From an optimization exercise on the open Yosys and OpenROAD flow, aimed at small area and a short achievable clock period; shortcuts taken in it are not production practice.
In this exercise RTL edits were held to simulation tests only and were not proved equivalent to the original.
Power figures rest on the tool's default switching activity, not on a simulated workload.

==> design/flow/design.v <==
`default_nettype none
package noc_ni_pkg;
   typedef enum logic [1:0]
   {
      flit_idle = 2'b00,    
      flit_head = 2'b01,
      flit_body = 2'b10,
      flit_tail = 2'b11
   } flit_type_t;
   typedef enum logic [1:0]
   {
      dest_pass_req  = 2'b00,
      dest_pass_rep  = 2'b01,
      dest_local_req = 2'b10,
      dest_local_rep = 2'b11
   } dest_fifo_t;
   typedef struct packed
   {
      logic [3:0] dest_node;    
      logic [1:0] spare;
      logic [4:0] cmd;          
      logic [4:0] misc;
   } head_flit_t;
   typedef union packed
   {
      head_flit_t  head;
      logic [15:0] body;
   } flit_u;
   typedef struct packed
   {
      flit_type_t ctrl;    
      flit_u      flit;
   } ni_entry_t;
   typedef logic [4:0] cmd_t;
   localparam cmd_t wbrep         = 5'b10000;
   localparam cmd_t c2hinvrep     = 5'b10001;
   localparam cmd_t flushrep      = 5'b10010;
   localparam cmd_t atflurep      = 5'b10011;
   localparam cmd_t shrep         = 5'b11000;
   localparam cmd_t exrep         = 5'b11001;
   localparam cmd_t sh_exrep      = 5'b11010;
   localparam cmd_t scflurep      = 5'b11100;
   localparam cmd_t instrep       = 5'b10100;
   localparam cmd_t c2cinvrep     = 5'b11011;
   localparam cmd_t nackrep       = 5'b10101;
   localparam cmd_t flushfail_rep = 5'b10110;
   localparam cmd_t wbfail_rep    = 5'b10111;
   function automatic logic [3:0] rep_msg_flits(input cmd_t cmd);
      case (cmd)
         atflurep, wbrep:
            rep_msg_flits = 4'd11;    
         exrep, shrep, instrep, sh_exrep:
            rep_msg_flits = 4'd9;
         nackrep, flushrep, c2hinvrep, flushfail_rep, wbfail_rep:
            rep_msg_flits = 4'd3;
         default:
            rep_msg_flits = 4'd1;     
      endcase
   endfunction
   function automatic logic [1:0] len_bits(input cmd_t c);
      len_bits[1] = c[4] && ((!c[3] && !c[2] && (c[1] == c[0]))
                             || (!c[3] && c[2] && !c[1] && !c[0])
                             || (c[3] && !c[2] && !(c[1] && c[0])));
      len_bits[0] = c[4] && !c[3] && (!c[2] || c[1] || c[0]);
   endfunction
endpackage
`default_nettype wire
`default_nettype none
module flit_fifo
#(
   parameter int width     = 18,
   parameter bit port_copy = 1'b0    
)
(
   input  wire              clk,
   input  wire              reset,
   input  wire              wr_en,
   input  wire [width-1:0]  wr_data,
   input  wire              rd_en,
   output logic [width-1:0] rd_data,
   output logic [2:0]       peek_info,    
   output logic             empty,
   output logic             full,
   output logic             not_empty_q,    
   output logic             not_full_q,
   output logic [4:0]       used_slots_q
);
   localparam int ram_depth = 15;
   logic [width-1:0] head_q;
   logic [width-1:0] mem [ram_depth];
   logic             cnt0, cnt1;    
   logic [width-1:0] ram_out;
   logic [3:0]       lo_q;
   logic [4:0]       hi_q;
   function automatic logic occ_is(input logic [3:0] lo, input logic [4:0] hi, input int n);
      occ_is = hi[n / 4] && lo[n % 4];
   endfunction
   always_ff @(posedge clk)
   begin
      if (reset)
      begin
         lo_q <= 4'b0001;
         hi_q <= 5'b00001;
         cnt0 <= 1'b1;
         cnt1 <= 1'b0;
      end
      else if (wr_en != rd_en)
      begin
         if (rd_en)
         begin
            lo_q <= {lo_q[0], lo_q[3:1]};
            if (lo_q[0])
               hi_q <= {1'b0, hi_q[4:1]};
         end
         else
         begin
            lo_q <= {lo_q[2:0], lo_q[3]};
            if (lo_q[3])
               hi_q <= {hi_q[3:0], 1'b0};
         end
         cnt0 <= rd_en && cnt1;
         cnt1 <= rd_en ? occ_is(lo_q, hi_q, 2) : cnt0;
      end
   end
   always_ff @(posedge clk)
   begin
      if (wr_en && !cnt0)
      begin
         mem[0] <= wr_data;
         for (int i = 1; i < ram_depth; i++)
            mem[i] <= mem[i - 1];
      end
   end
   always_comb
   begin
      ram_out = '0;
      for (int i = 0; i < ram_depth; i++)
         ram_out = ram_out | ({width{occ_is(lo_q, hi_q, i + 2)}} & mem[i]);
   end
   logic             take;    
   logic [width-1:0] head_d;
   assign take   = rd_en || cnt0;
   assign head_d = (!cnt0 && !cnt1) ? ram_out : wr_data;    
   always_ff @(posedge clk)
   begin
      if (take)
         head_q <= head_d;
   end
   logic [width-1:0] next_flit;
   assign next_flit = (cnt0 || cnt1) ? wr_data : ram_out;
   assign peek_info = {next_flit[15:12] == 4'd4, noc_ni_pkg::len_bits(next_flit[9:5])};
   if (port_copy)
   begin : g_port
      logic [width-1:0] port_q;
      always_ff @(posedge clk)
      begin
         port_q <= (rd_en || (cnt0 && wr_en)) ? head_d : head_q;
      end
      assign rd_data = port_q;
   end
   else
   begin : g_head
      assign rd_data = head_q;
   end
   assign empty = cnt0;
   assign full  = hi_q[4];
   logic [4:0] used_q;
   logic [4:0] used_inc, used_dec;
   assign used_inc[0] = !used_q[0];
   assign used_inc[1] = used_q[1] ^ used_q[0];
   assign used_inc[2] = used_q[2] ^ (used_q[1] & used_q[0]);
   assign used_inc[3] = used_q[3] ^ (used_q[2] & used_q[1] & used_q[0]);
   assign used_inc[4] = used_q[4] ^ (used_q[3] & used_q[2] & used_q[1] & used_q[0]);
   assign used_dec[0] = !used_q[0];
   assign used_dec[1] = used_q[1] ^ !used_q[0];
   assign used_dec[2] = used_q[2] ^ !(used_q[1] | used_q[0]);
   assign used_dec[3] = used_q[3] ^ !(used_q[2] | used_q[1] | used_q[0]);
   assign used_dec[4] = used_q[4] ^ !(used_q[3] | used_q[2] | used_q[1] | used_q[0]);
   always_ff @(posedge clk)
   begin
      if (reset)
      begin
         used_q      <= '0;
         not_empty_q <= 1'b0;
         not_full_q  <= 1'b1;
      end
      else if (wr_en != rd_en)
      begin
         used_q      <= rd_en ? used_dec : used_inc;
         not_empty_q <= !(rd_en && cnt1);
         not_full_q  <= rd_en || !occ_is(lo_q, hi_q, 15);
      end
   end
   assign used_slots_q = used_q;
endmodule
`default_nettype wire
`default_nettype none
module ring_receive
(
   input  wire         clk,
   input  wire         reset,
   input  wire [1:0]   ctrl_in,
   input  wire [15:0]  flit_in,
   input  wire [1:0]   dest_fifo_in,
   input  wire         en_in_req_deq,
   input  wire         en_in_rep_deq,
   input  wire         pass_req_pop,
   input  wire         pass_rep_pop,
   output logic [16:0] pass_req_head,
   output logic [15:0] pass_rep_head,
   output logic [2:0]  pass_req_peek,
   output logic [2:0]  pass_rep_peek,
   output logic        pass_req_empty,
   output logic        pass_rep_empty,
   output logic [17:0] deq_req_data,
   output logic [17:0] deq_rep_data,
   output logic        req_rdy,
   output logic        rep_rdy,
   output logic        en_pass_req,
   output logic        en_pass_rep,
   output logic        en_local_req,
   output logic        en_local_rep,
   output logic [4:0]  used_slots_pass_rep
);
   logic [3:0] wr_en;
   logic [3:0] empty_q;
   logic [3:0] ne_port;    
   logic [3:0] nf_port;
   for (genvar i = 0; i < 4; i++)
   begin : g_wr
      assign wr_en[i] = (ctrl_in != 2'b00) && (dest_fifo_in == 2'(i));
   end
   flit_fifo #(.width(17)) u_pass_req
   (
      .clk        (clk),
      .reset      (reset),
      .wr_en      (wr_en[0]),
      .wr_data    ({ctrl_in[0], flit_in}),
      .rd_en      (pass_req_pop),
      .rd_data    (pass_req_head),
      .peek_info  (pass_req_peek),
      .empty      (empty_q[0]),
      .full       (),
      .not_empty_q (ne_port[0]),
      .not_full_q  (nf_port[0]),
      .used_slots_q ()
   );
   flit_fifo #(.width(16)) u_pass_rep
   (
      .clk        (clk),
      .reset      (reset),
      .wr_en      (wr_en[1]),
      .wr_data    (flit_in),
      .rd_en      (pass_rep_pop),
      .rd_data    (pass_rep_head),
      .peek_info  (pass_rep_peek),
      .empty      (empty_q[1]),
      .full       (),
      .not_empty_q (ne_port[1]),
      .not_full_q  (nf_port[1]),
      .used_slots_q (used_slots_pass_rep)
   );
   flit_fifo #(.width(18), .port_copy(1)) u_local_req
   (
      .clk        (clk),
      .reset      (reset),
      .wr_en      (wr_en[2]),
      .wr_data    ({ctrl_in, flit_in}),
      .rd_en      (en_in_req_deq),
      .rd_data    (deq_req_data),
      .peek_info  (),
      .empty      (empty_q[2]),
      .full       (),
      .not_empty_q (ne_port[2]),
      .not_full_q  (nf_port[2]),
      .used_slots_q ()
   );
   flit_fifo #(.width(18), .port_copy(1)) u_local_rep
   (
      .clk        (clk),
      .reset      (reset),
      .wr_en      (wr_en[3]),
      .wr_data    ({ctrl_in, flit_in}),
      .rd_en      (en_in_rep_deq),
      .rd_data    (deq_rep_data),
      .peek_info  (),
      .empty      (empty_q[3]),
      .full       (),
      .not_empty_q (ne_port[3]),
      .not_full_q  (nf_port[3]),
      .used_slots_q ()
   );
   assign pass_req_empty = empty_q[0];
   assign pass_rep_empty = empty_q[1];
   assign req_rdy        = ne_port[2];
   assign rep_rdy        = ne_port[3];
   assign en_pass_req  = nf_port[0];
   assign en_pass_rep  = nf_port[1];
   assign en_local_req = nf_port[2];
   assign en_local_rep = nf_port[3];
endmodule
`default_nettype wire
`default_nettype none
module ring_transmit_arbiter
(
   input  wire         clk,
   input  wire         reset,
   input  wire [16:0]  pass_req_head,
   input  wire [15:0]  pass_rep_head,
   input  wire [16:0]  inj_req_head,
   input  wire [15:0]  inj_rep_head,
   input  wire [2:0]   pass_req_peek,
   input  wire [2:0]   pass_rep_peek,
   input  wire [2:0]   inj_req_peek,
   input  wire [2:0]   inj_rep_peek,
   input  wire         pass_req_empty,
   input  wire         pass_rep_empty,
   input  wire         inj_req_empty,
   input  wire         inj_rep_empty,
   input  wire         en_local_req_in,
   input  wire         en_local_rep_in,
   input  wire         en_pass_req_in,
   input  wire         en_pass_rep_in,
   input  wire [4:0]   used_slots_pass_rep_in,
   output logic        pass_req_pop,
   output logic        pass_rep_pop,
   output logic        inj_req_pop,
   output logic        inj_rep_pop,
   output logic [1:0]  ctrl_out,
   output logic [15:0] flit_out,
   output logic [1:0]  dest_fifo_out
);
   localparam logic [3:0] next_node = 4'd4;
   logic [15:0] pay  [4];
   logic [2:0]  peek [4];
   logic [3:0]  ne;           
   logic [3:0]  to_next_q;    
   logic [1:0]  lh_q [2];     
   logic [3:0]  rem_pr, rem_ir;    
   logic        mid_pr, mid_ir;    
   logic        first_pq, first_iq;
   logic [3:0]  held;         
   logic        locked;
   logic        lock_local;   
   logic [3:0]  sel;
   logic [3:0]  loc;
   logic [3:0]  pop_s;
   logic        pop;
   logic        credit_ok;
   logic [1:0]  ctrl_s [4];
   assign pay[0]  = pass_rep_head;
   assign pay[1]  = inj_rep_head;
   assign pay[2]  = pass_req_head[15:0];
   assign pay[3]  = inj_req_head[15:0];
   assign peek[0] = pass_rep_peek;
   assign peek[1] = inj_rep_peek;
   assign peek[2] = pass_req_peek;
   assign peek[3] = inj_req_peek;
   assign ne      = {!inj_req_empty, !pass_req_empty, !inj_rep_empty, !pass_rep_empty};
   assign held   = {!first_iq, !first_pq, mid_ir, mid_pr};
   assign locked = |held;
   always_ff @(posedge clk)
   begin
      for (int s = 0; s < 4; s++)
      begin
         if (pop_s[s] || !ne[s])
            to_next_q[s] <= peek[s][2];
      end
      for (int s = 0; s < 2; s++)
      begin
         if (pop_s[s] || !ne[s])
            lh_q[s] <= peek[s][1:0];
      end
   end
   function automatic logic [1:0] rep_ctrl(input logic mid, input logic [3:0] rem);
      rep_ctrl = !mid ? 2'b01 : (rem == 4'd1) ? 2'b11 : 2'b10;
   endfunction
   assign ctrl_s[0] = rep_ctrl(mid_pr, rem_pr);
   assign ctrl_s[1] = rep_ctrl(mid_ir, rem_ir);
   assign ctrl_s[2] = first_pq ? 2'b01 : {1'b1, pass_req_head[16]};
   assign ctrl_s[3] = first_iq ? 2'b01 : {1'b1, inj_req_head[16]};
   always_comb
   begin
      if (locked)
         sel = held;
      else if (ne[0])
         sel = 4'b0001;
      else if (ne[1])
         sel = 4'b0010;
      else if (ne[2])
         sel = 4'b0100;
      else
         sel = 4'b1000;
   end
   assign loc = locked ? {4{lock_local}} : to_next_q;
   logic ok11, ok9, ok3, ok1;
   logic [4:0] u;
   assign u    = used_slots_pass_rep_in;
   assign ok1  = !u[4];
   assign ok3  = !u[4] && !(u[3] && u[2] && u[1]);
   assign ok9  = !u[4] && !u[3];
   assign ok11 = !u[4] && !u[3] && !(u[2] && u[1]);
   always_comb
   begin
      case (lh_q[1])
         2'b11:   credit_ok = ok11;
         2'b10:   credit_ok = ok9;
         2'b01:   credit_ok = ok3;
         default: credit_ok = ok1;
      endcase
      if (mid_ir || loc[1])
         credit_ok = 1'b1;
   end
   assign pop_s[0] = sel[0] && ne[0] && (loc[0] ? en_local_rep_in : en_pass_rep_in);
   assign pop_s[1] = sel[1] && ne[1] && (loc[1] ? en_local_rep_in : en_pass_rep_in) && credit_ok;
   assign pop_s[2] = sel[2] && ne[2] && (loc[2] ? en_local_req_in : en_pass_req_in);
   assign pop_s[3] = sel[3] && ne[3] && (loc[3] ? en_local_req_in : en_pass_req_in);
   assign pop      = |pop_s;
   assign pass_rep_pop = pop_s[0];
   assign inj_rep_pop  = pop_s[1];
   assign pass_req_pop = pop_s[2];
   assign inj_req_pop  = pop_s[3];
   function automatic logic [3:0] dec4(input logic [3:0] x);
      dec4[0] = !x[0];
      dec4[1] = x[1] ^ !x[0];
      dec4[2] = x[2] ^ !(x[1] | x[0]);
      dec4[3] = x[3] ^ !(x[2] | x[1] | x[0]);
   endfunction
   logic [3:0] rem_pr_nx, rem_ir_nx;
   assign rem_pr_nx = mid_pr ? dec4(rem_pr) : {lh_q[0][1], 1'b0, lh_q[0][0], 1'b0};
   assign rem_ir_nx = mid_ir ? dec4(rem_ir) : {lh_q[1][1], 1'b0, lh_q[1][0], 1'b0};
   always_ff @(posedge clk)
   begin
      if (reset)
      begin
         rem_pr   <= 4'd0;
         rem_ir   <= 4'd0;
         mid_pr   <= 1'b0;
         mid_ir   <= 1'b0;
         first_pq <= 1'b1;
         first_iq <= 1'b1;
      end
      else
      begin
         if (pop_s[0])
         begin
            rem_pr <= rem_pr_nx;
            mid_pr <= rem_pr_nx != 4'd0;
         end
         if (pop_s[1])
         begin
            rem_ir <= rem_ir_nx;
            mid_ir <= rem_ir_nx != 4'd0;
         end
         if (pop_s[2])
            first_pq <= !first_pq && pass_req_head[16];    
         if (pop_s[3])
            first_iq <= !first_iq && inj_req_head[16];
      end
   end
   always_ff @(posedge clk)
   begin
      if (!locked)
         lock_local <= |(sel & to_next_q);
   end
   logic [1:0]  sel_ctrl;
   logic [15:0] sel_pay;
   logic        sel_loc;
   always_comb
   begin
      sel_ctrl = '0;
      sel_pay  = '0;
      sel_loc  = 1'b0;
      for (int s = 0; s < 4; s++)
      begin
         sel_ctrl = sel_ctrl | ({2{sel[s]}} & ctrl_s[s]);
         sel_pay  = sel_pay  | ({16{sel[s]}} & pay[s]);
         sel_loc  = sel_loc  | (sel[s] & loc[s]);
      end
   end
   always_ff @(posedge clk)
   begin
      if (reset)
         ctrl_out <= 2'b00;
      else
         ctrl_out <= pop ? sel_ctrl : 2'b00;
   end
   always_ff @(posedge clk)
   begin
      flit_out      <= sel_pay;
      dest_fifo_out <= {sel_loc, !sel[2] && !sel[3]};
   end
endmodule
`default_nettype wire
`default_nettype none
module network_interface
(
   input  wire         clk,
   input  wire         reset,
   input  wire [1:0]   ctrl_in,
   input  wire [15:0]  flit_in,
   input  wire [1:0]   dest_fifo_in,
   output logic        en_pass_req,
   output logic        en_pass_rep,
   output logic        en_local_req,
   output logic        en_local_rep,
   output logic [4:0]  used_slots_pass_rep,
   input  wire [17:0]  enq_req_data,
   input  wire [17:0]  enq_rep_data,
   input  wire         en_out_req_enq,
   input  wire         en_out_rep_enq,
   output logic        out_req_rdy,
   output logic        out_rep_rdy,
   output logic [17:0] deq_req_data,
   output logic [17:0] deq_rep_data,
   output logic        req_rdy,
   output logic        rep_rdy,
   input  wire         en_in_req_deq,
   input  wire         en_in_rep_deq,
   input  wire         en_local_req_in,
   input  wire         en_local_rep_in,
   input  wire         en_pass_req_in,
   input  wire         en_pass_rep_in,
   input  wire [4:0]   used_slots_pass_rep_in,
   output logic [1:0]  ctrl_out,
   output logic [15:0] flit_out,
   output logic [1:0]  dest_fifo_out
);
   logic [16:0] pass_req_head, inj_req_head;
   logic [15:0] pass_rep_head, inj_rep_head;
   logic [2:0]  pass_req_peek, inj_req_peek;    
   logic [2:0]  pass_rep_peek, inj_rep_peek;
   logic      pass_req_empty, pass_rep_empty;
   logic      inj_req_empty, inj_rep_empty;
   logic      inj_req_nf, inj_rep_nf;
   logic      pass_req_pop, pass_rep_pop;
   logic      inj_req_pop, inj_rep_pop;
   assign out_req_rdy = inj_req_nf;
   assign out_rep_rdy = inj_rep_nf;
   ring_receive u_receive
   (
      .clk                 (clk),
      .reset               (reset),
      .ctrl_in             (ctrl_in),
      .flit_in             (flit_in),
      .dest_fifo_in        (dest_fifo_in),
      .en_in_req_deq       (en_in_req_deq),
      .en_in_rep_deq       (en_in_rep_deq),
      .pass_req_pop        (pass_req_pop),
      .pass_rep_pop        (pass_rep_pop),
      .pass_req_head       (pass_req_head),
      .pass_rep_head       (pass_rep_head),
      .pass_req_peek       (pass_req_peek),
      .pass_rep_peek       (pass_rep_peek),
      .pass_req_empty      (pass_req_empty),
      .pass_rep_empty      (pass_rep_empty),
      .deq_req_data        (deq_req_data),
      .deq_rep_data        (deq_rep_data),
      .req_rdy             (req_rdy),
      .rep_rdy             (rep_rdy),
      .en_pass_req         (en_pass_req),
      .en_pass_rep         (en_pass_rep),
      .en_local_req        (en_local_req),
      .en_local_rep        (en_local_rep),
      .used_slots_pass_rep (used_slots_pass_rep)
   );
   flit_fifo #(.width(17)) u_inj_req
   (
      .clk        (clk),
      .reset      (reset),
      .wr_en      (en_out_req_enq),
      .wr_data    ({enq_req_data[16], enq_req_data[15:0]}),
      .rd_en      (inj_req_pop),
      .rd_data    (inj_req_head),
      .peek_info  (inj_req_peek),
      .empty      (inj_req_empty),
      .full       (),
      .not_empty_q (),
      .not_full_q  (inj_req_nf),
      .used_slots_q ()
   );
   flit_fifo #(.width(16)) u_inj_rep
   (
      .clk        (clk),
      .reset      (reset),
      .wr_en      (en_out_rep_enq),
      .wr_data    (enq_rep_data[15:0]),
      .rd_en      (inj_rep_pop),
      .rd_data    (inj_rep_head),
      .peek_info  (inj_rep_peek),
      .empty      (inj_rep_empty),
      .full       (),
      .not_empty_q (),
      .not_full_q  (inj_rep_nf),
      .used_slots_q ()
   );
   ring_transmit_arbiter u_transmit
   (
      .clk                    (clk),
      .reset                  (reset),
      .pass_req_head          (pass_req_head),
      .pass_rep_head          (pass_rep_head),
      .inj_req_head           (inj_req_head),
      .inj_rep_head           (inj_rep_head),
      .pass_req_peek          (pass_req_peek),
      .pass_rep_peek          (pass_rep_peek),
      .inj_req_peek           (inj_req_peek),
      .inj_rep_peek           (inj_rep_peek),
      .pass_req_empty         (pass_req_empty),
      .pass_rep_empty         (pass_rep_empty),
      .inj_req_empty          (inj_req_empty),
      .inj_rep_empty          (inj_rep_empty),
      .en_local_req_in        (en_local_req_in),
      .en_local_rep_in        (en_local_rep_in),
      .en_pass_req_in         (en_pass_req_in),
      .en_pass_rep_in         (en_pass_rep_in),
      .used_slots_pass_rep_in (used_slots_pass_rep_in),
      .pass_req_pop           (pass_req_pop),
      .pass_rep_pop           (pass_rep_pop),
      .inj_req_pop            (inj_req_pop),
      .inj_rep_pop            (inj_rep_pop),
      .ctrl_out               (ctrl_out),
      .flit_out               (flit_out),
      .dest_fifo_out          (dest_fifo_out)
   );
endmodule
`default_nettype wire
`default_nettype none
module noc_ring_ni
(
   input  wire        clk,
   input  wire        reset,
   input  wire [1:0]  ctrl_in,
   input  wire [15:0] flit_in,
   input  wire [1:0]  dest_fifo_in,
   output wire        en_pass_req,
   output wire        en_pass_rep,
   output wire        en_local_req,
   output wire        en_local_rep,
   output wire [4:0]  used_slots_pass_rep,
   input  wire [17:0] enq_req_data,
   input  wire [17:0] enq_rep_data,
   input  wire        en_out_req_enq,
   input  wire        en_out_rep_enq,
   output wire        out_req_rdy,
   output wire        out_rep_rdy,
   output wire [17:0] deq_req_data,
   output wire [17:0] deq_rep_data,
   output wire        req_rdy,
   output wire        rep_rdy,
   input  wire        en_in_req_deq,
   input  wire        en_in_rep_deq,
   input  wire        en_local_req_in,
   input  wire        en_local_rep_in,
   input  wire        en_pass_req_in,
   input  wire        en_pass_rep_in,
   input  wire [4:0]  used_slots_pass_rep_in,
   output wire [1:0]  ctrl_out,
   output wire [15:0] flit_out,
   output wire [1:0]  dest_fifo_out
);
   network_interface u_ni
   (
      .clk                    (clk),
      .reset                  (reset),
      .ctrl_in                (ctrl_in),
      .flit_in                (flit_in),
      .dest_fifo_in           (dest_fifo_in),
      .en_pass_req            (en_pass_req),
      .en_pass_rep            (en_pass_rep),
      .en_local_req           (en_local_req),
      .en_local_rep           (en_local_rep),
      .used_slots_pass_rep    (used_slots_pass_rep),
      .enq_req_data           (enq_req_data),
      .enq_rep_data           (enq_rep_data),
      .en_out_req_enq         (en_out_req_enq),
      .en_out_rep_enq         (en_out_rep_enq),
      .out_req_rdy            (out_req_rdy),
      .out_rep_rdy            (out_rep_rdy),
      .deq_req_data           (deq_req_data),
      .deq_rep_data           (deq_rep_data),
      .req_rdy                (req_rdy),
      .rep_rdy                (rep_rdy),
      .en_in_req_deq          (en_in_req_deq),
      .en_in_rep_deq          (en_in_rep_deq),
      .en_local_req_in        (en_local_req_in),
      .en_local_rep_in        (en_local_rep_in),
      .en_pass_req_in         (en_pass_req_in),
      .en_pass_rep_in         (en_pass_rep_in),
      .used_slots_pass_rep_in (used_slots_pass_rep_in),
      .ctrl_out               (ctrl_out),
      .flit_out               (flit_out),
      .dest_fifo_out          (dest_fifo_out)
   );
endmodule
`default_nettype wire
==> design/flow/run.sh <==
#!/bin/bash
# synth_recipe.tcl (not shown) runs the flow's synth.tcl, then flattens the netlist and writes it again
# the make line also repeats each setting of config.mk as NAME=value (left out here)
make -C /OpenROAD-flow-scripts/flow DESIGN_CONFIG=/design/flow/config.mk WORK_HOME=/design/flow/orfs CLKGATE_MAP_FILE= SYNTH_SCRIPT=/design/flow/synth_recipe.tcl finish
==> design/flow/config.mk <==
export PLATFORM = sky130hd
export DESIGN_NAME = noc_ring_ni
export DESIGN_NICKNAME = noc_ring_ni
export VERILOG_FILES = /design/flow/design.v
export SDC_FILE = /design/flow/constraint.sdc
export NUM_CORES = 4
export LEC_CHECK = 0
export CAP_MARGIN = 20
export CORE_MARGIN = 2
export CORE_UTILIZATION = 75
export CTS_CLUSTER_DIAMETER = 70
export CTS_CLUSTER_SIZE = 18
export GPL_ROUTABILITY_DRIVEN = 0
export SETUP_SLACK_MARGIN = 4.4
export SLEW_MARGIN = 20
==> design/flow/constraint.sdc <==
create_clock -name core_clock -period 7.0 [get_ports {clk}]
set_input_delay 1.4000 -clock core_clock [delete_from_list [all_inputs] [get_ports {clk}]]
set_output_delay 1.4000 -clock core_clock [all_outputs]
set_load 0.01 [all_outputs]
==> results.sh, run 1 <==
export IMPL_ys_flop_type="edfxtp_1"
export IMPL_synth_top_area_share=0.7431
export IMPL_gr_total_overflow=0
export IMPL_clockRootBuffer="clkbuf_16"
export IMPL_grt_max_degree=106
export IMPL_yosys_warnings=11
export IMPL_worstSkewPairLatency_ns=0.71
export IMPL_power_uw=21400
export IMPL_dr_pass1_iters=10
export IMPL_vias=41750
export IMPL_min_path_type="register to register"
export IMPL_endpoint_kind="register"
export IMPL_grt_total_usage=0.3683
export IMPL_synth_top_family_by_area="compound AO/OA/AOI/OAI gates"
export IMPL_p_per_area_nw_per_um2=289.7
export IMPL_maxSlewViolCount=0
export IMPL_cts_hold_buf=0
export IMPL_irDropWorstVdd_mv=0.2926
export IMPL_core_um2=87970
export IMPL_path_cells="clkdlybuf4s15_1, buf_6, nor2_4, or3b_4, nor3_4, buf_4, nand3_1, o21ai_1, mux2_2"
export IMPL_ys_seq_area_frac=0.7875
export IMPL_drtIter0Drc=8369
export IMPL_slew_headroom=0.2471
export IMPL_drt_vias_per_instance=7.762
export IMPL_synthCells=3963
export IMPL_io_pins=140
export IMPL_critical_path_slowest_cell="or3b_4"
export IMPL_cp_max_fo=5
export IMPL_cts_buffers=109
export IMPL_setup_worst_path_start_class="input pin"
export IMPL_final_hold_violation_count=0
export IMPL_netlist_area_um2=66310
export IMPL_htree_num_levels=3
export IMPL_antenna_found_initial=7
export IMPL_synth_compound_area_share=0.1419
export IMPL_setup_viol=0
export IMPL_rows=109
export IMPL_drc_errors=0
export IMPL_arrival_ns=3.24
export IMPL_final_nets=4206
export IMPL_rsz0062_at_grt="yes"
export IMPL_worstMarginPinSlew_ns=1.128
export IMPL_grt_first_pass_wirelength_um=248700
export IMPL_grt_use_met2=0.5686
export IMPL_hpwlAfterDp_um=95340
export IMPL_use_met3=0.07219
export IMPL_clock_skew_ns=0.02776
export IMPL_fp_dieH_um=301.4
export IMPL_yosys_area_share_simple=0.03962
export IMPL_portBuffers=135
export IMPL_synth_top_cell_by_area="edfxtp_1"
export IMPL_fin_util=0.8397
export IMPL_path_clk_slew_ns=0.08
export IMPL_ys_seq_elements=1788
export IMPL_wl_per_cell_um=32.00
export IMPL_dieArea_um2=90810
export IMPL_max_cap_violations=0
export IMPL_drive_above_1_share=0.1449
export IMPL_antenna_left=0
export IMPL_area_growth_pct=11.39
export IMPL_grt_pass1_vias=39700
export IMPL_die_x_um=301.4
export IMPL_wl_um=172100
export IMPL_synth_area_leaders="edfxtp_1, dfxtp_1, a22oi_1"
export IMPL_status="complete, no violations"
export IMPL_tns_ns=0
export IMPL_synthArstFlopShare=0
export IMPL_cts_tree="yes"
export IMPL_muxShareOfSynthArea=0.009076
export IMPL_whs_ns=0.4440
export IMPL_synth_nets=4040
export IMPL_fin_crit_ns=2.670
export IMPL_max_stage_delay_ns=0.46
export IMPL_cts_buffer_depth=3
export IMPL_start_util=0.7538
export IMPL_synth_xor_area_frac=0.001170
export IMPL_globalRoute_busiestLayer="met2"
export IMPL_ys_types=83
export IMPL_period_share=0.3814
export IMPL_critPathKind="input pin to register"
export IMPL_synth_fa_ha_area_frac=0.001132
export IMPL_max_freq_mhz=374.6
export IMPL_clock_sinks=1788
export IMPL_grtUsageMet1=0.5168
export IMPL_required_ns=7.57
export IMPL_p_leak_uw=0.02328
export IMPL_synth_edf_count=1641
export IMPL_synth_avg_cell_area_um2=16.73
export IMPL_nFillCells=4031
## report_power, final
part           total [uW]  switching [uW]  internal, uW
Clock                6380            3340          3030
Sequential          12600             385         12200
Combinational        2410            1560           851
Total               21400            5280         16100
## cell usage after synthesis, types with 12 or more instances
master	instances
inv_1	58
nor2_1	210
nand3_1	59
dfxtp_1	147
and2_1	21
o21ai_0	64
buf_1	50
a31oi_1	42
a32oi_1	41
and3_1	12
o221ai_1	12
clkbuf_1	217
edfxtp_1	1641
mux2_2	39
a22o_1	96
o221a_2	13
a211oi_1	20
nor3_1	41
a22oi_1	294
a221oi_1	37
o22ai_1	84
a222oi_1	214
nor4_1	26
a21oi_1	130
o211ai_1	17
a32o_1	15
o22a_1	28
nand2_1	127
nor2b_1	14
a41oi_1	13
mux2i_1	12
## flip-flops by register name, indices dropped and copies added (netlist names), 16 cells and up
name	count
u_ni.u_receive.u_local_rep.mem	270
u_ni.u_receive.u_local_req.mem	270
u_ni.u_inj_req.mem	255
u_ni.u_receive.u_pass_req.mem	255
u_ni.u_inj_rep.mem	240
u_ni.u_receive.u_pass_rep.mem	240
u_ni.u_receive.u_local_rep.g_port.port_q	18
u_ni.u_receive.u_local_rep.head_q	18
u_ni.u_receive.u_local_req.g_port.port_q	18
u_ni.u_receive.u_local_req.head_q	18
u_ni.u_inj_req.head_q	17
u_ni.u_receive.u_pass_req.head_q	17
u_ni.u_inj_rep.head_q	16
u_ni.u_receive.u_pass_rep.head_q	16
u_ni.u_transmit.flit_out	16
## layout by cell type (no fill, tap or decap), types with 12 or more instances in the layout
| cell type | Yosys | layout |
|---|---|---|
| edfxtp_1 | 1641 | 1641 |
| a22oi_1 | 294 | 293 |
| a222oi_1 | 214 | 214 |
| nor2_1 | 210 | 189 |
| buf_4 | 0 | 131 |
| a21oi_1 | 130 | 126 |
| nand2_1 | 127 | 126 |
| clkbuf_16 | 0 | 119 |
| dfxtp_1 | 147 | 96 |
| a22o_1 | 96 | 95 |
| o22ai_1 | 84 | 81 |
| clkbuf_1 | 217 | 75 |
| o21ai_0 | 64 | 60 |
| nand3_1 | 59 | 59 |
| buf_2 | 10 | 47 |
| clkdlybuf4s50_1 | 0 | 45 |
| inv_1 | 58 | 44 |
| buf_6 | 0 | 44 |
| a32oi_1 | 41 | 41 |
| a31oi_1 | 42 | 40 |
| nor3_1 | 41 | 39 |
| mux2_2 | 39 | 38 |
| a221oi_1 | 37 | 37 |
| dfxtp_2 | 0 | 36 |
| o22a_1 | 28 | 28 |
| nor4_1 | 26 | 22 |
| a211oi_1 | 20 | 19 |
| o211ai_1 | 17 | 17 |
| clkinvlp_4 | 0 | 15 |
| a32o_1 | 15 | 15 |
| buf_16 | 0 | 15 |
| dfxtp_4 | 0 | 15 |
| nor2b_1 | 14 | 14 |
| o221a_2 | 13 | 13 |
| a41oi_1 | 13 | 13 |
| nor2_4 | 0 | 13 |
| o221ai_1 | 12 | 12 |
## timing repair
item	in CTS	in global routing
pin swaps	17	21
gates resized for setup	497	80
gates cloned	17	7
setup endpoints to repair	1774	1266
setup buffers	51	27
## worst max-delay path, delay by kind of cell
| kind | cells | cell delay, ns |
|---|---|---|
| simple gates | 4 | 0.83 |
| mux | 1 | 0.38 |
| buf+inv | 3 | 0.50 |
| compound gates | 1 | 0.12 |
## path summary, 6_finish.rpt
| path | startpoint | to | slack, ns | cells past startpoint |
|---|---|---|---|---|
| hold reg to reg | u_ni.u_inj_rep.mem[9][10] | u_ni.u_inj_rep.mem[10][10] | 0.44 | 0 |
| setup / recovery | ctrl_in[0] | u_ni.u_receive.u_pass_rep.used_q[3] | 4.33 | 9 |
| setup reg to reg | u_ni.u_receive.u_local_rep.hi_q[3] | u_ni.u_receive.u_local_rep.g_port.port_q[5] | 4.37 | 6 |
| hold / removal | u_ni.u_inj_rep.mem[9][10] | u_ni.u_inj_rep.mem[10][10] | 0.44 | 0 |
## cell type report
type / count / area, um^2 / area share
sequential: 1788 / 52320 / 0.7083
multi-input combinational: 1836 / 13250 / 0.1794
timing repair buffer: 328 / 3367 / 0.04558
clock buffer: 190 / 3137 / 0.04246
tap: 1165 / 1458 / 0.01973
inverter: 65 / 300.3 / 0.004065
clock inverter: 2 / 12.51 / 0.0001694
antenna: 4 / 10.01 / 0.0001355
timing repair inverter: 1 / 7.507 / 0.0001016
## through the flow
| stage | area, um^2 | cells | setup WS, ns |
|---|---|---|---|
| finish | 73870 | 5379 | 4.330 |
| global route | 73860 | 5375 | 4.277 |
| CTS | 73300 | 5341 | 4.335 |
| detailed placement | 68960 | 5081 | 2.141 |
| global placement | 68960 | 5081 | 2.272 |
| floorplan | 66380 | 3963 | 0.8725 |
## cell families (layout without fill, tap and decap cells)
group / after synthesis / count (layout)
AOI/OAI and AO/OA: 1203 / 1203
xor gates and xnor gates: 8 / 8
adders and majority gates: 6 / 6
buffers and inverters: 342 / 586
DFF: 1788 / 1788
muxes: 54 / 54
other: 0 / 4
and+or+nand+nor: 562 / 565
## metal layers
metal / up-vias / wire (um)
met3: 453 / 22620
li1: 16820 / -
met1: 20660 / 60070
met4: 8 / 8481
met2: 3812 / 80910
met5: - / 45
==> run 2, diff against run 1 <==
--- a/design/flow/config.mk
+++ b/design/flow/config.mk
@@ -10,5 +10,5 @@
 export CORE_UTILIZATION = 75
+export CTS_BUF_LIST = sky130_fd_sc_hd__clkbuf_8 sky130_fd_sc_hd__clkbuf_16
 export CTS_CLUSTER_DIAMETER = 70
 export CTS_CLUSTER_SIZE = 18
-export GPL_ROUTABILITY_DRIVEN = 0
 export SETUP_SLACK_MARGIN = 4.4
==> results.sh, run 2 <==
export IMPL_ff2ff_path_depth=5
export IMPL_clock_sinks=1788
export IMPL_gp_congestion=0.9039
export IMPL_clock_skew_ns=0.02815
export IMPL_synth_top_cell_by_area="edfxtp_1"
export IMPL_dieArea_um2=90810
export IMPL_final_nets=4179
export IMPL_max_freq_mhz=379.5
export IMPL_cp_common_cell="buf_4"
export IMPL_gr_total_overflow=0
export IMPL_cp_max_fo=6
export IMPL_worstSkewPairLatency_ns=0.72
export IMPL_netlist_area_um2=66310
export IMPL_start_util=0.7538
export IMPL_synth_edf_count=1641
export IMPL_htree_num_levels=3
export IMPL_min_path_type="register to register"
export IMPL_synthArstFlopShare=0
export IMPL_synth_top_area_share=0.7431
export IMPL_io_pins=140
export IMPL_sequentialPowerShare=0.592
export IMPL_required_ns=7.66
export IMPL_drt_vias_per_instance=7.680
export IMPL_cp_endpoint="u_ni.u_receive.u_pass_rep.lo_q[0]"
export IMPL_synthCells=3963
export IMPL_synth_area_leaders="edfxtp_1, dfxtp_1, a22oi_1"
export IMPL_hpwlAfterDp_um=95500
export IMPL_p_per_area_nw_per_um2=290.1
export IMPL_synth_most_common_cell="edfxtp_1"
export IMPL_final_hold_violation_count=0
export IMPL_design_area_um2=73400
export IMPL_final_cell_mix="edfxtp_1, a22oi_1, a222oi_1, nor2_1, inv_1"
export IMPL_grt_total_usage=0.3617
export IMPL_setup_worst_path_start_class="input pin"
export IMPL_ys_types=83
export IMPL_vias=41210
export IMPL_p_leak_uw=0.02345
export IMPL_worst_r2r_setup_slack_ns=4.37
export IMPL_tns_ns=0
export IMPL_synth_common_cells="edfxtp_1, a22oi_1, clkbuf_1"
export IMPL_dr_pass1_iters=9
export IMPL_ys_seq_elements=1788
export IMPL_endpoint_kind="register"
export IMPL_cts_buffers=109
export IMPL_power_frac_comb=0.111
export IMPL_power_share_clock=0.297
export IMPL_fin_crit_ns=2.635
export IMPL_fp_dieH_um=301.4
export IMPL_critPathKind="input pin to register"
export IMPL_wl_um=167200
export IMPL_wl_per_cell_um=31.17
export IMPL_grt_pass1_vias=39770
export IMPL_layout_commonest_cell="edfxtp_1"
export IMPL_max_cap_violations=0
export IMPL_setup_viol=0
export IMPL_portBuffers=135
export IMPL_irDropWorstVdd_mv=0.2867
export IMPL_synth_avg_cell_area_um2=16.73
export IMPL_drtIter0Drc=7552
export IMPL_p_int_uw=16010
export IMPL_cts_buffer_depth=3
export IMPL_die_x_um=301.4
export IMPL_ys_flop_type="edfxtp_1"
export IMPL_yosys_warnings=11
export IMPL_area_growth_pct=10.68
export IMPL_ys_seq_area_frac=0.7875
export IMPL_nFillCells=4093
export IMPL_status="complete, no violations"
export IMPL_switchingPower_uw=5285
export IMPL_antenna_found_initial=9
export IMPL_setup_slack_ns=4.365
export IMPL_place_area_um2=68950
export IMPL_path_clk_slew_ns=0.09
export IMPL_clockRootBuffer="clkbuf_16"
export IMPL_cp_startpoint="dest_fifo_in[1]"
export IMPL_drc_errors=0
export IMPL_maxSlewViolCount=0
export IMPL_core_um2=87970
export IMPL_worstMarginPinSlew_ns=1.180
export IMPL_timing_rr_end="u_ni.u_transmit.to_next_q[0]"
export IMPL_antenna_left=0
export IMPL_slew_headroom=0.2132
export IMPL_max_stage_delay_ns=0.53
export IMPL_drive_above_1_share=0.1355
export IMPL_rsz0062_at_grt="yes"
export IMPL_largestRegisters="u_ni.u_receive.u_local_rep.mem: 270 flops, u_ni.u_receive.u_local_req.mem: 270 flops"
export IMPL_period_share=0.3764
export IMPL_arrival_ns=3.30
export IMPL_path_cells="clkdlybuf4s15_2, or3b_4, o21a_4, buf_4, buf_4, a222oi_1, or2_4"
export IMPL_pre_cts_ws_ns=2.542
export IMPL_synth_nets=4040
export IMPL_rows=109
export IMPL_critical_path_slowest_cell="or3b_4"
export IMPL_grt_first_pass_wirelength_um=245800
export IMPL_r2r_start="u_ni.u_receive.u_pass_rep.hi_q[4]"
export IMPL_cts_tree="yes"
export IMPL_sw_frac_of_total=0.2482
export IMPL_grt_max_degree=136
[run 2: logic make-up after synthesis]
family | count (synthesis) | synth area share
buffers and inverters | 342 | 0.01959
xor gates and xnor gates | 8 | 0.001170
and+or+nand+nor | 562 | 0.03962
adders and majority gates | 6 | 0.001132
DFF | 1788 | 0.7875
muxes | 54 | 0.009076
AOI/OAI and AO/OA | 1203 | 0.1419
[run 2: critical path, delay by kind of cell]
kind                   cells  cell delay (ns)
AOI/OAI and AO/OA          2             0.56
and+or+nand+nor            2             0.72
buffers and inverters      3             0.61
[run 2: through the flow]
stage,hold slack (ns),total power (uW),std cells,utilization
floorplan,0.4081,13990,3963,-
global placement,0.4261,14900,5076,0.7838
detailed placement,0.4319,15010,5076,0.7838
CTS,0.4465,21180,5340,0.8305
global route,0.4519,21800,5364,0.8343
finish,0.4398,21300,5366,0.8344
[run 2: worst min path at each step]
| stage | from | to | slack [ns] | cells past startpoint |
|---|---|---|---|---|
| finish | u_ni.u_inj_rep.mem[1][4] | u_ni.u_inj_rep.mem[2][4] | 0.44 | 0 |
| CTS | u_ni.u_receive.u_local_rep.mem[9][5] | u_ni.u_receive.u_local_rep.mem[10][5] | 0.45 | 0 |
| global placement | u_ni.u_receive.u_pass_rep.mem[3][7] | u_ni.u_receive.u_pass_rep.mem[4][7] | 0.43 | 0 |
| detailed placement | u_ni.u_receive.u_pass_rep.mem[2][1] | u_ni.u_receive.u_pass_rep.mem[3][1] | 0.43 | 0 |
| global route | u_ni.u_inj_rep.mem[1][4] | u_ni.u_inj_rep.mem[2][4] | 0.45 | 0 |
| floorplan | u_ni.u_receive.u_pass_req.head_q[0] | u_ni.u_transmit.flit_out[0] | 0.41 | 2 |
[run 2: power by group through the flow]
stage	Combinational [uW]	Clock [uW]	Sequential [uW]
after detailed placement	2200	0	12800
after floorplan	1300	0	12700
after global placement	2130	0	12800
after global routing	2480	6690	12600
after CTS	2250	6350	12600
final	2360	6330	12600
[run 2: layout make-up]
type                    count  area, um^2  share of cell area
flip-flops and latches   1788       52310              0.7127
inverters                  65       290.3            0.003955
diodes                      3       7.507           0.0001023
clock inverters            93       404.1            0.005506
well taps                1165        1458             0.01986
multi-input cells        1836       13200              0.1799
repair buffers            302        2894             0.03943
clock buffers             114        2830             0.03856
[run 2: what timing repair did]
item / in CTS / in global routing
gates resized for setup: 464 / 76
cloned: 14 / 2
endpoints found under the setup margin: 1748 / 961
hold buffers: 0 / 0
pin swaps: 14 / 17
setup buffers: 43 / 21
[run 2: metal layers]
metal,vias to the layer above,share of wire,track usage
li1,16780,-,-
met1,20310,0.36,0.5111
met2,3607,0.47,0.5554
met3,508,0.13,0.07082
met4,6,0.051,0.1718
met5,-,0.00022,0

re-timing with driven ports:
The results above use ideal ports. As a check the final layouts listed here were re-extracted and re-timed, cells and wires unchanged. Step 1 assumes that a clkbuf_16 drives the clock port and a buf_2 every other input. Step 2 times the ports against the registers' clock, not the clock port: input delays grow and output delays shrink by t, the midpoint of the rising clock arrivals with the driver on. a / b / c = ideal / step 1 / step 2; a / b = the first two.
run	shift t [ns]	setup WS [ns]	clock arrival spread, ns	worst slew at a driven data input, ns	pins driven straight from the clock port
run 1	0.770	4.330 / 4.290 / 3.553	0.030 / 0.030	0.10	1
run 2	0.776	4.365 / 4.298 / 3.628	0.031 / 0.031	0.10	1
After both steps every run listed still meets setup and hold. The setup slack of run 1, which loses most, moves by -0.040 ns with the drivers and by -0.777 ns with both steps.
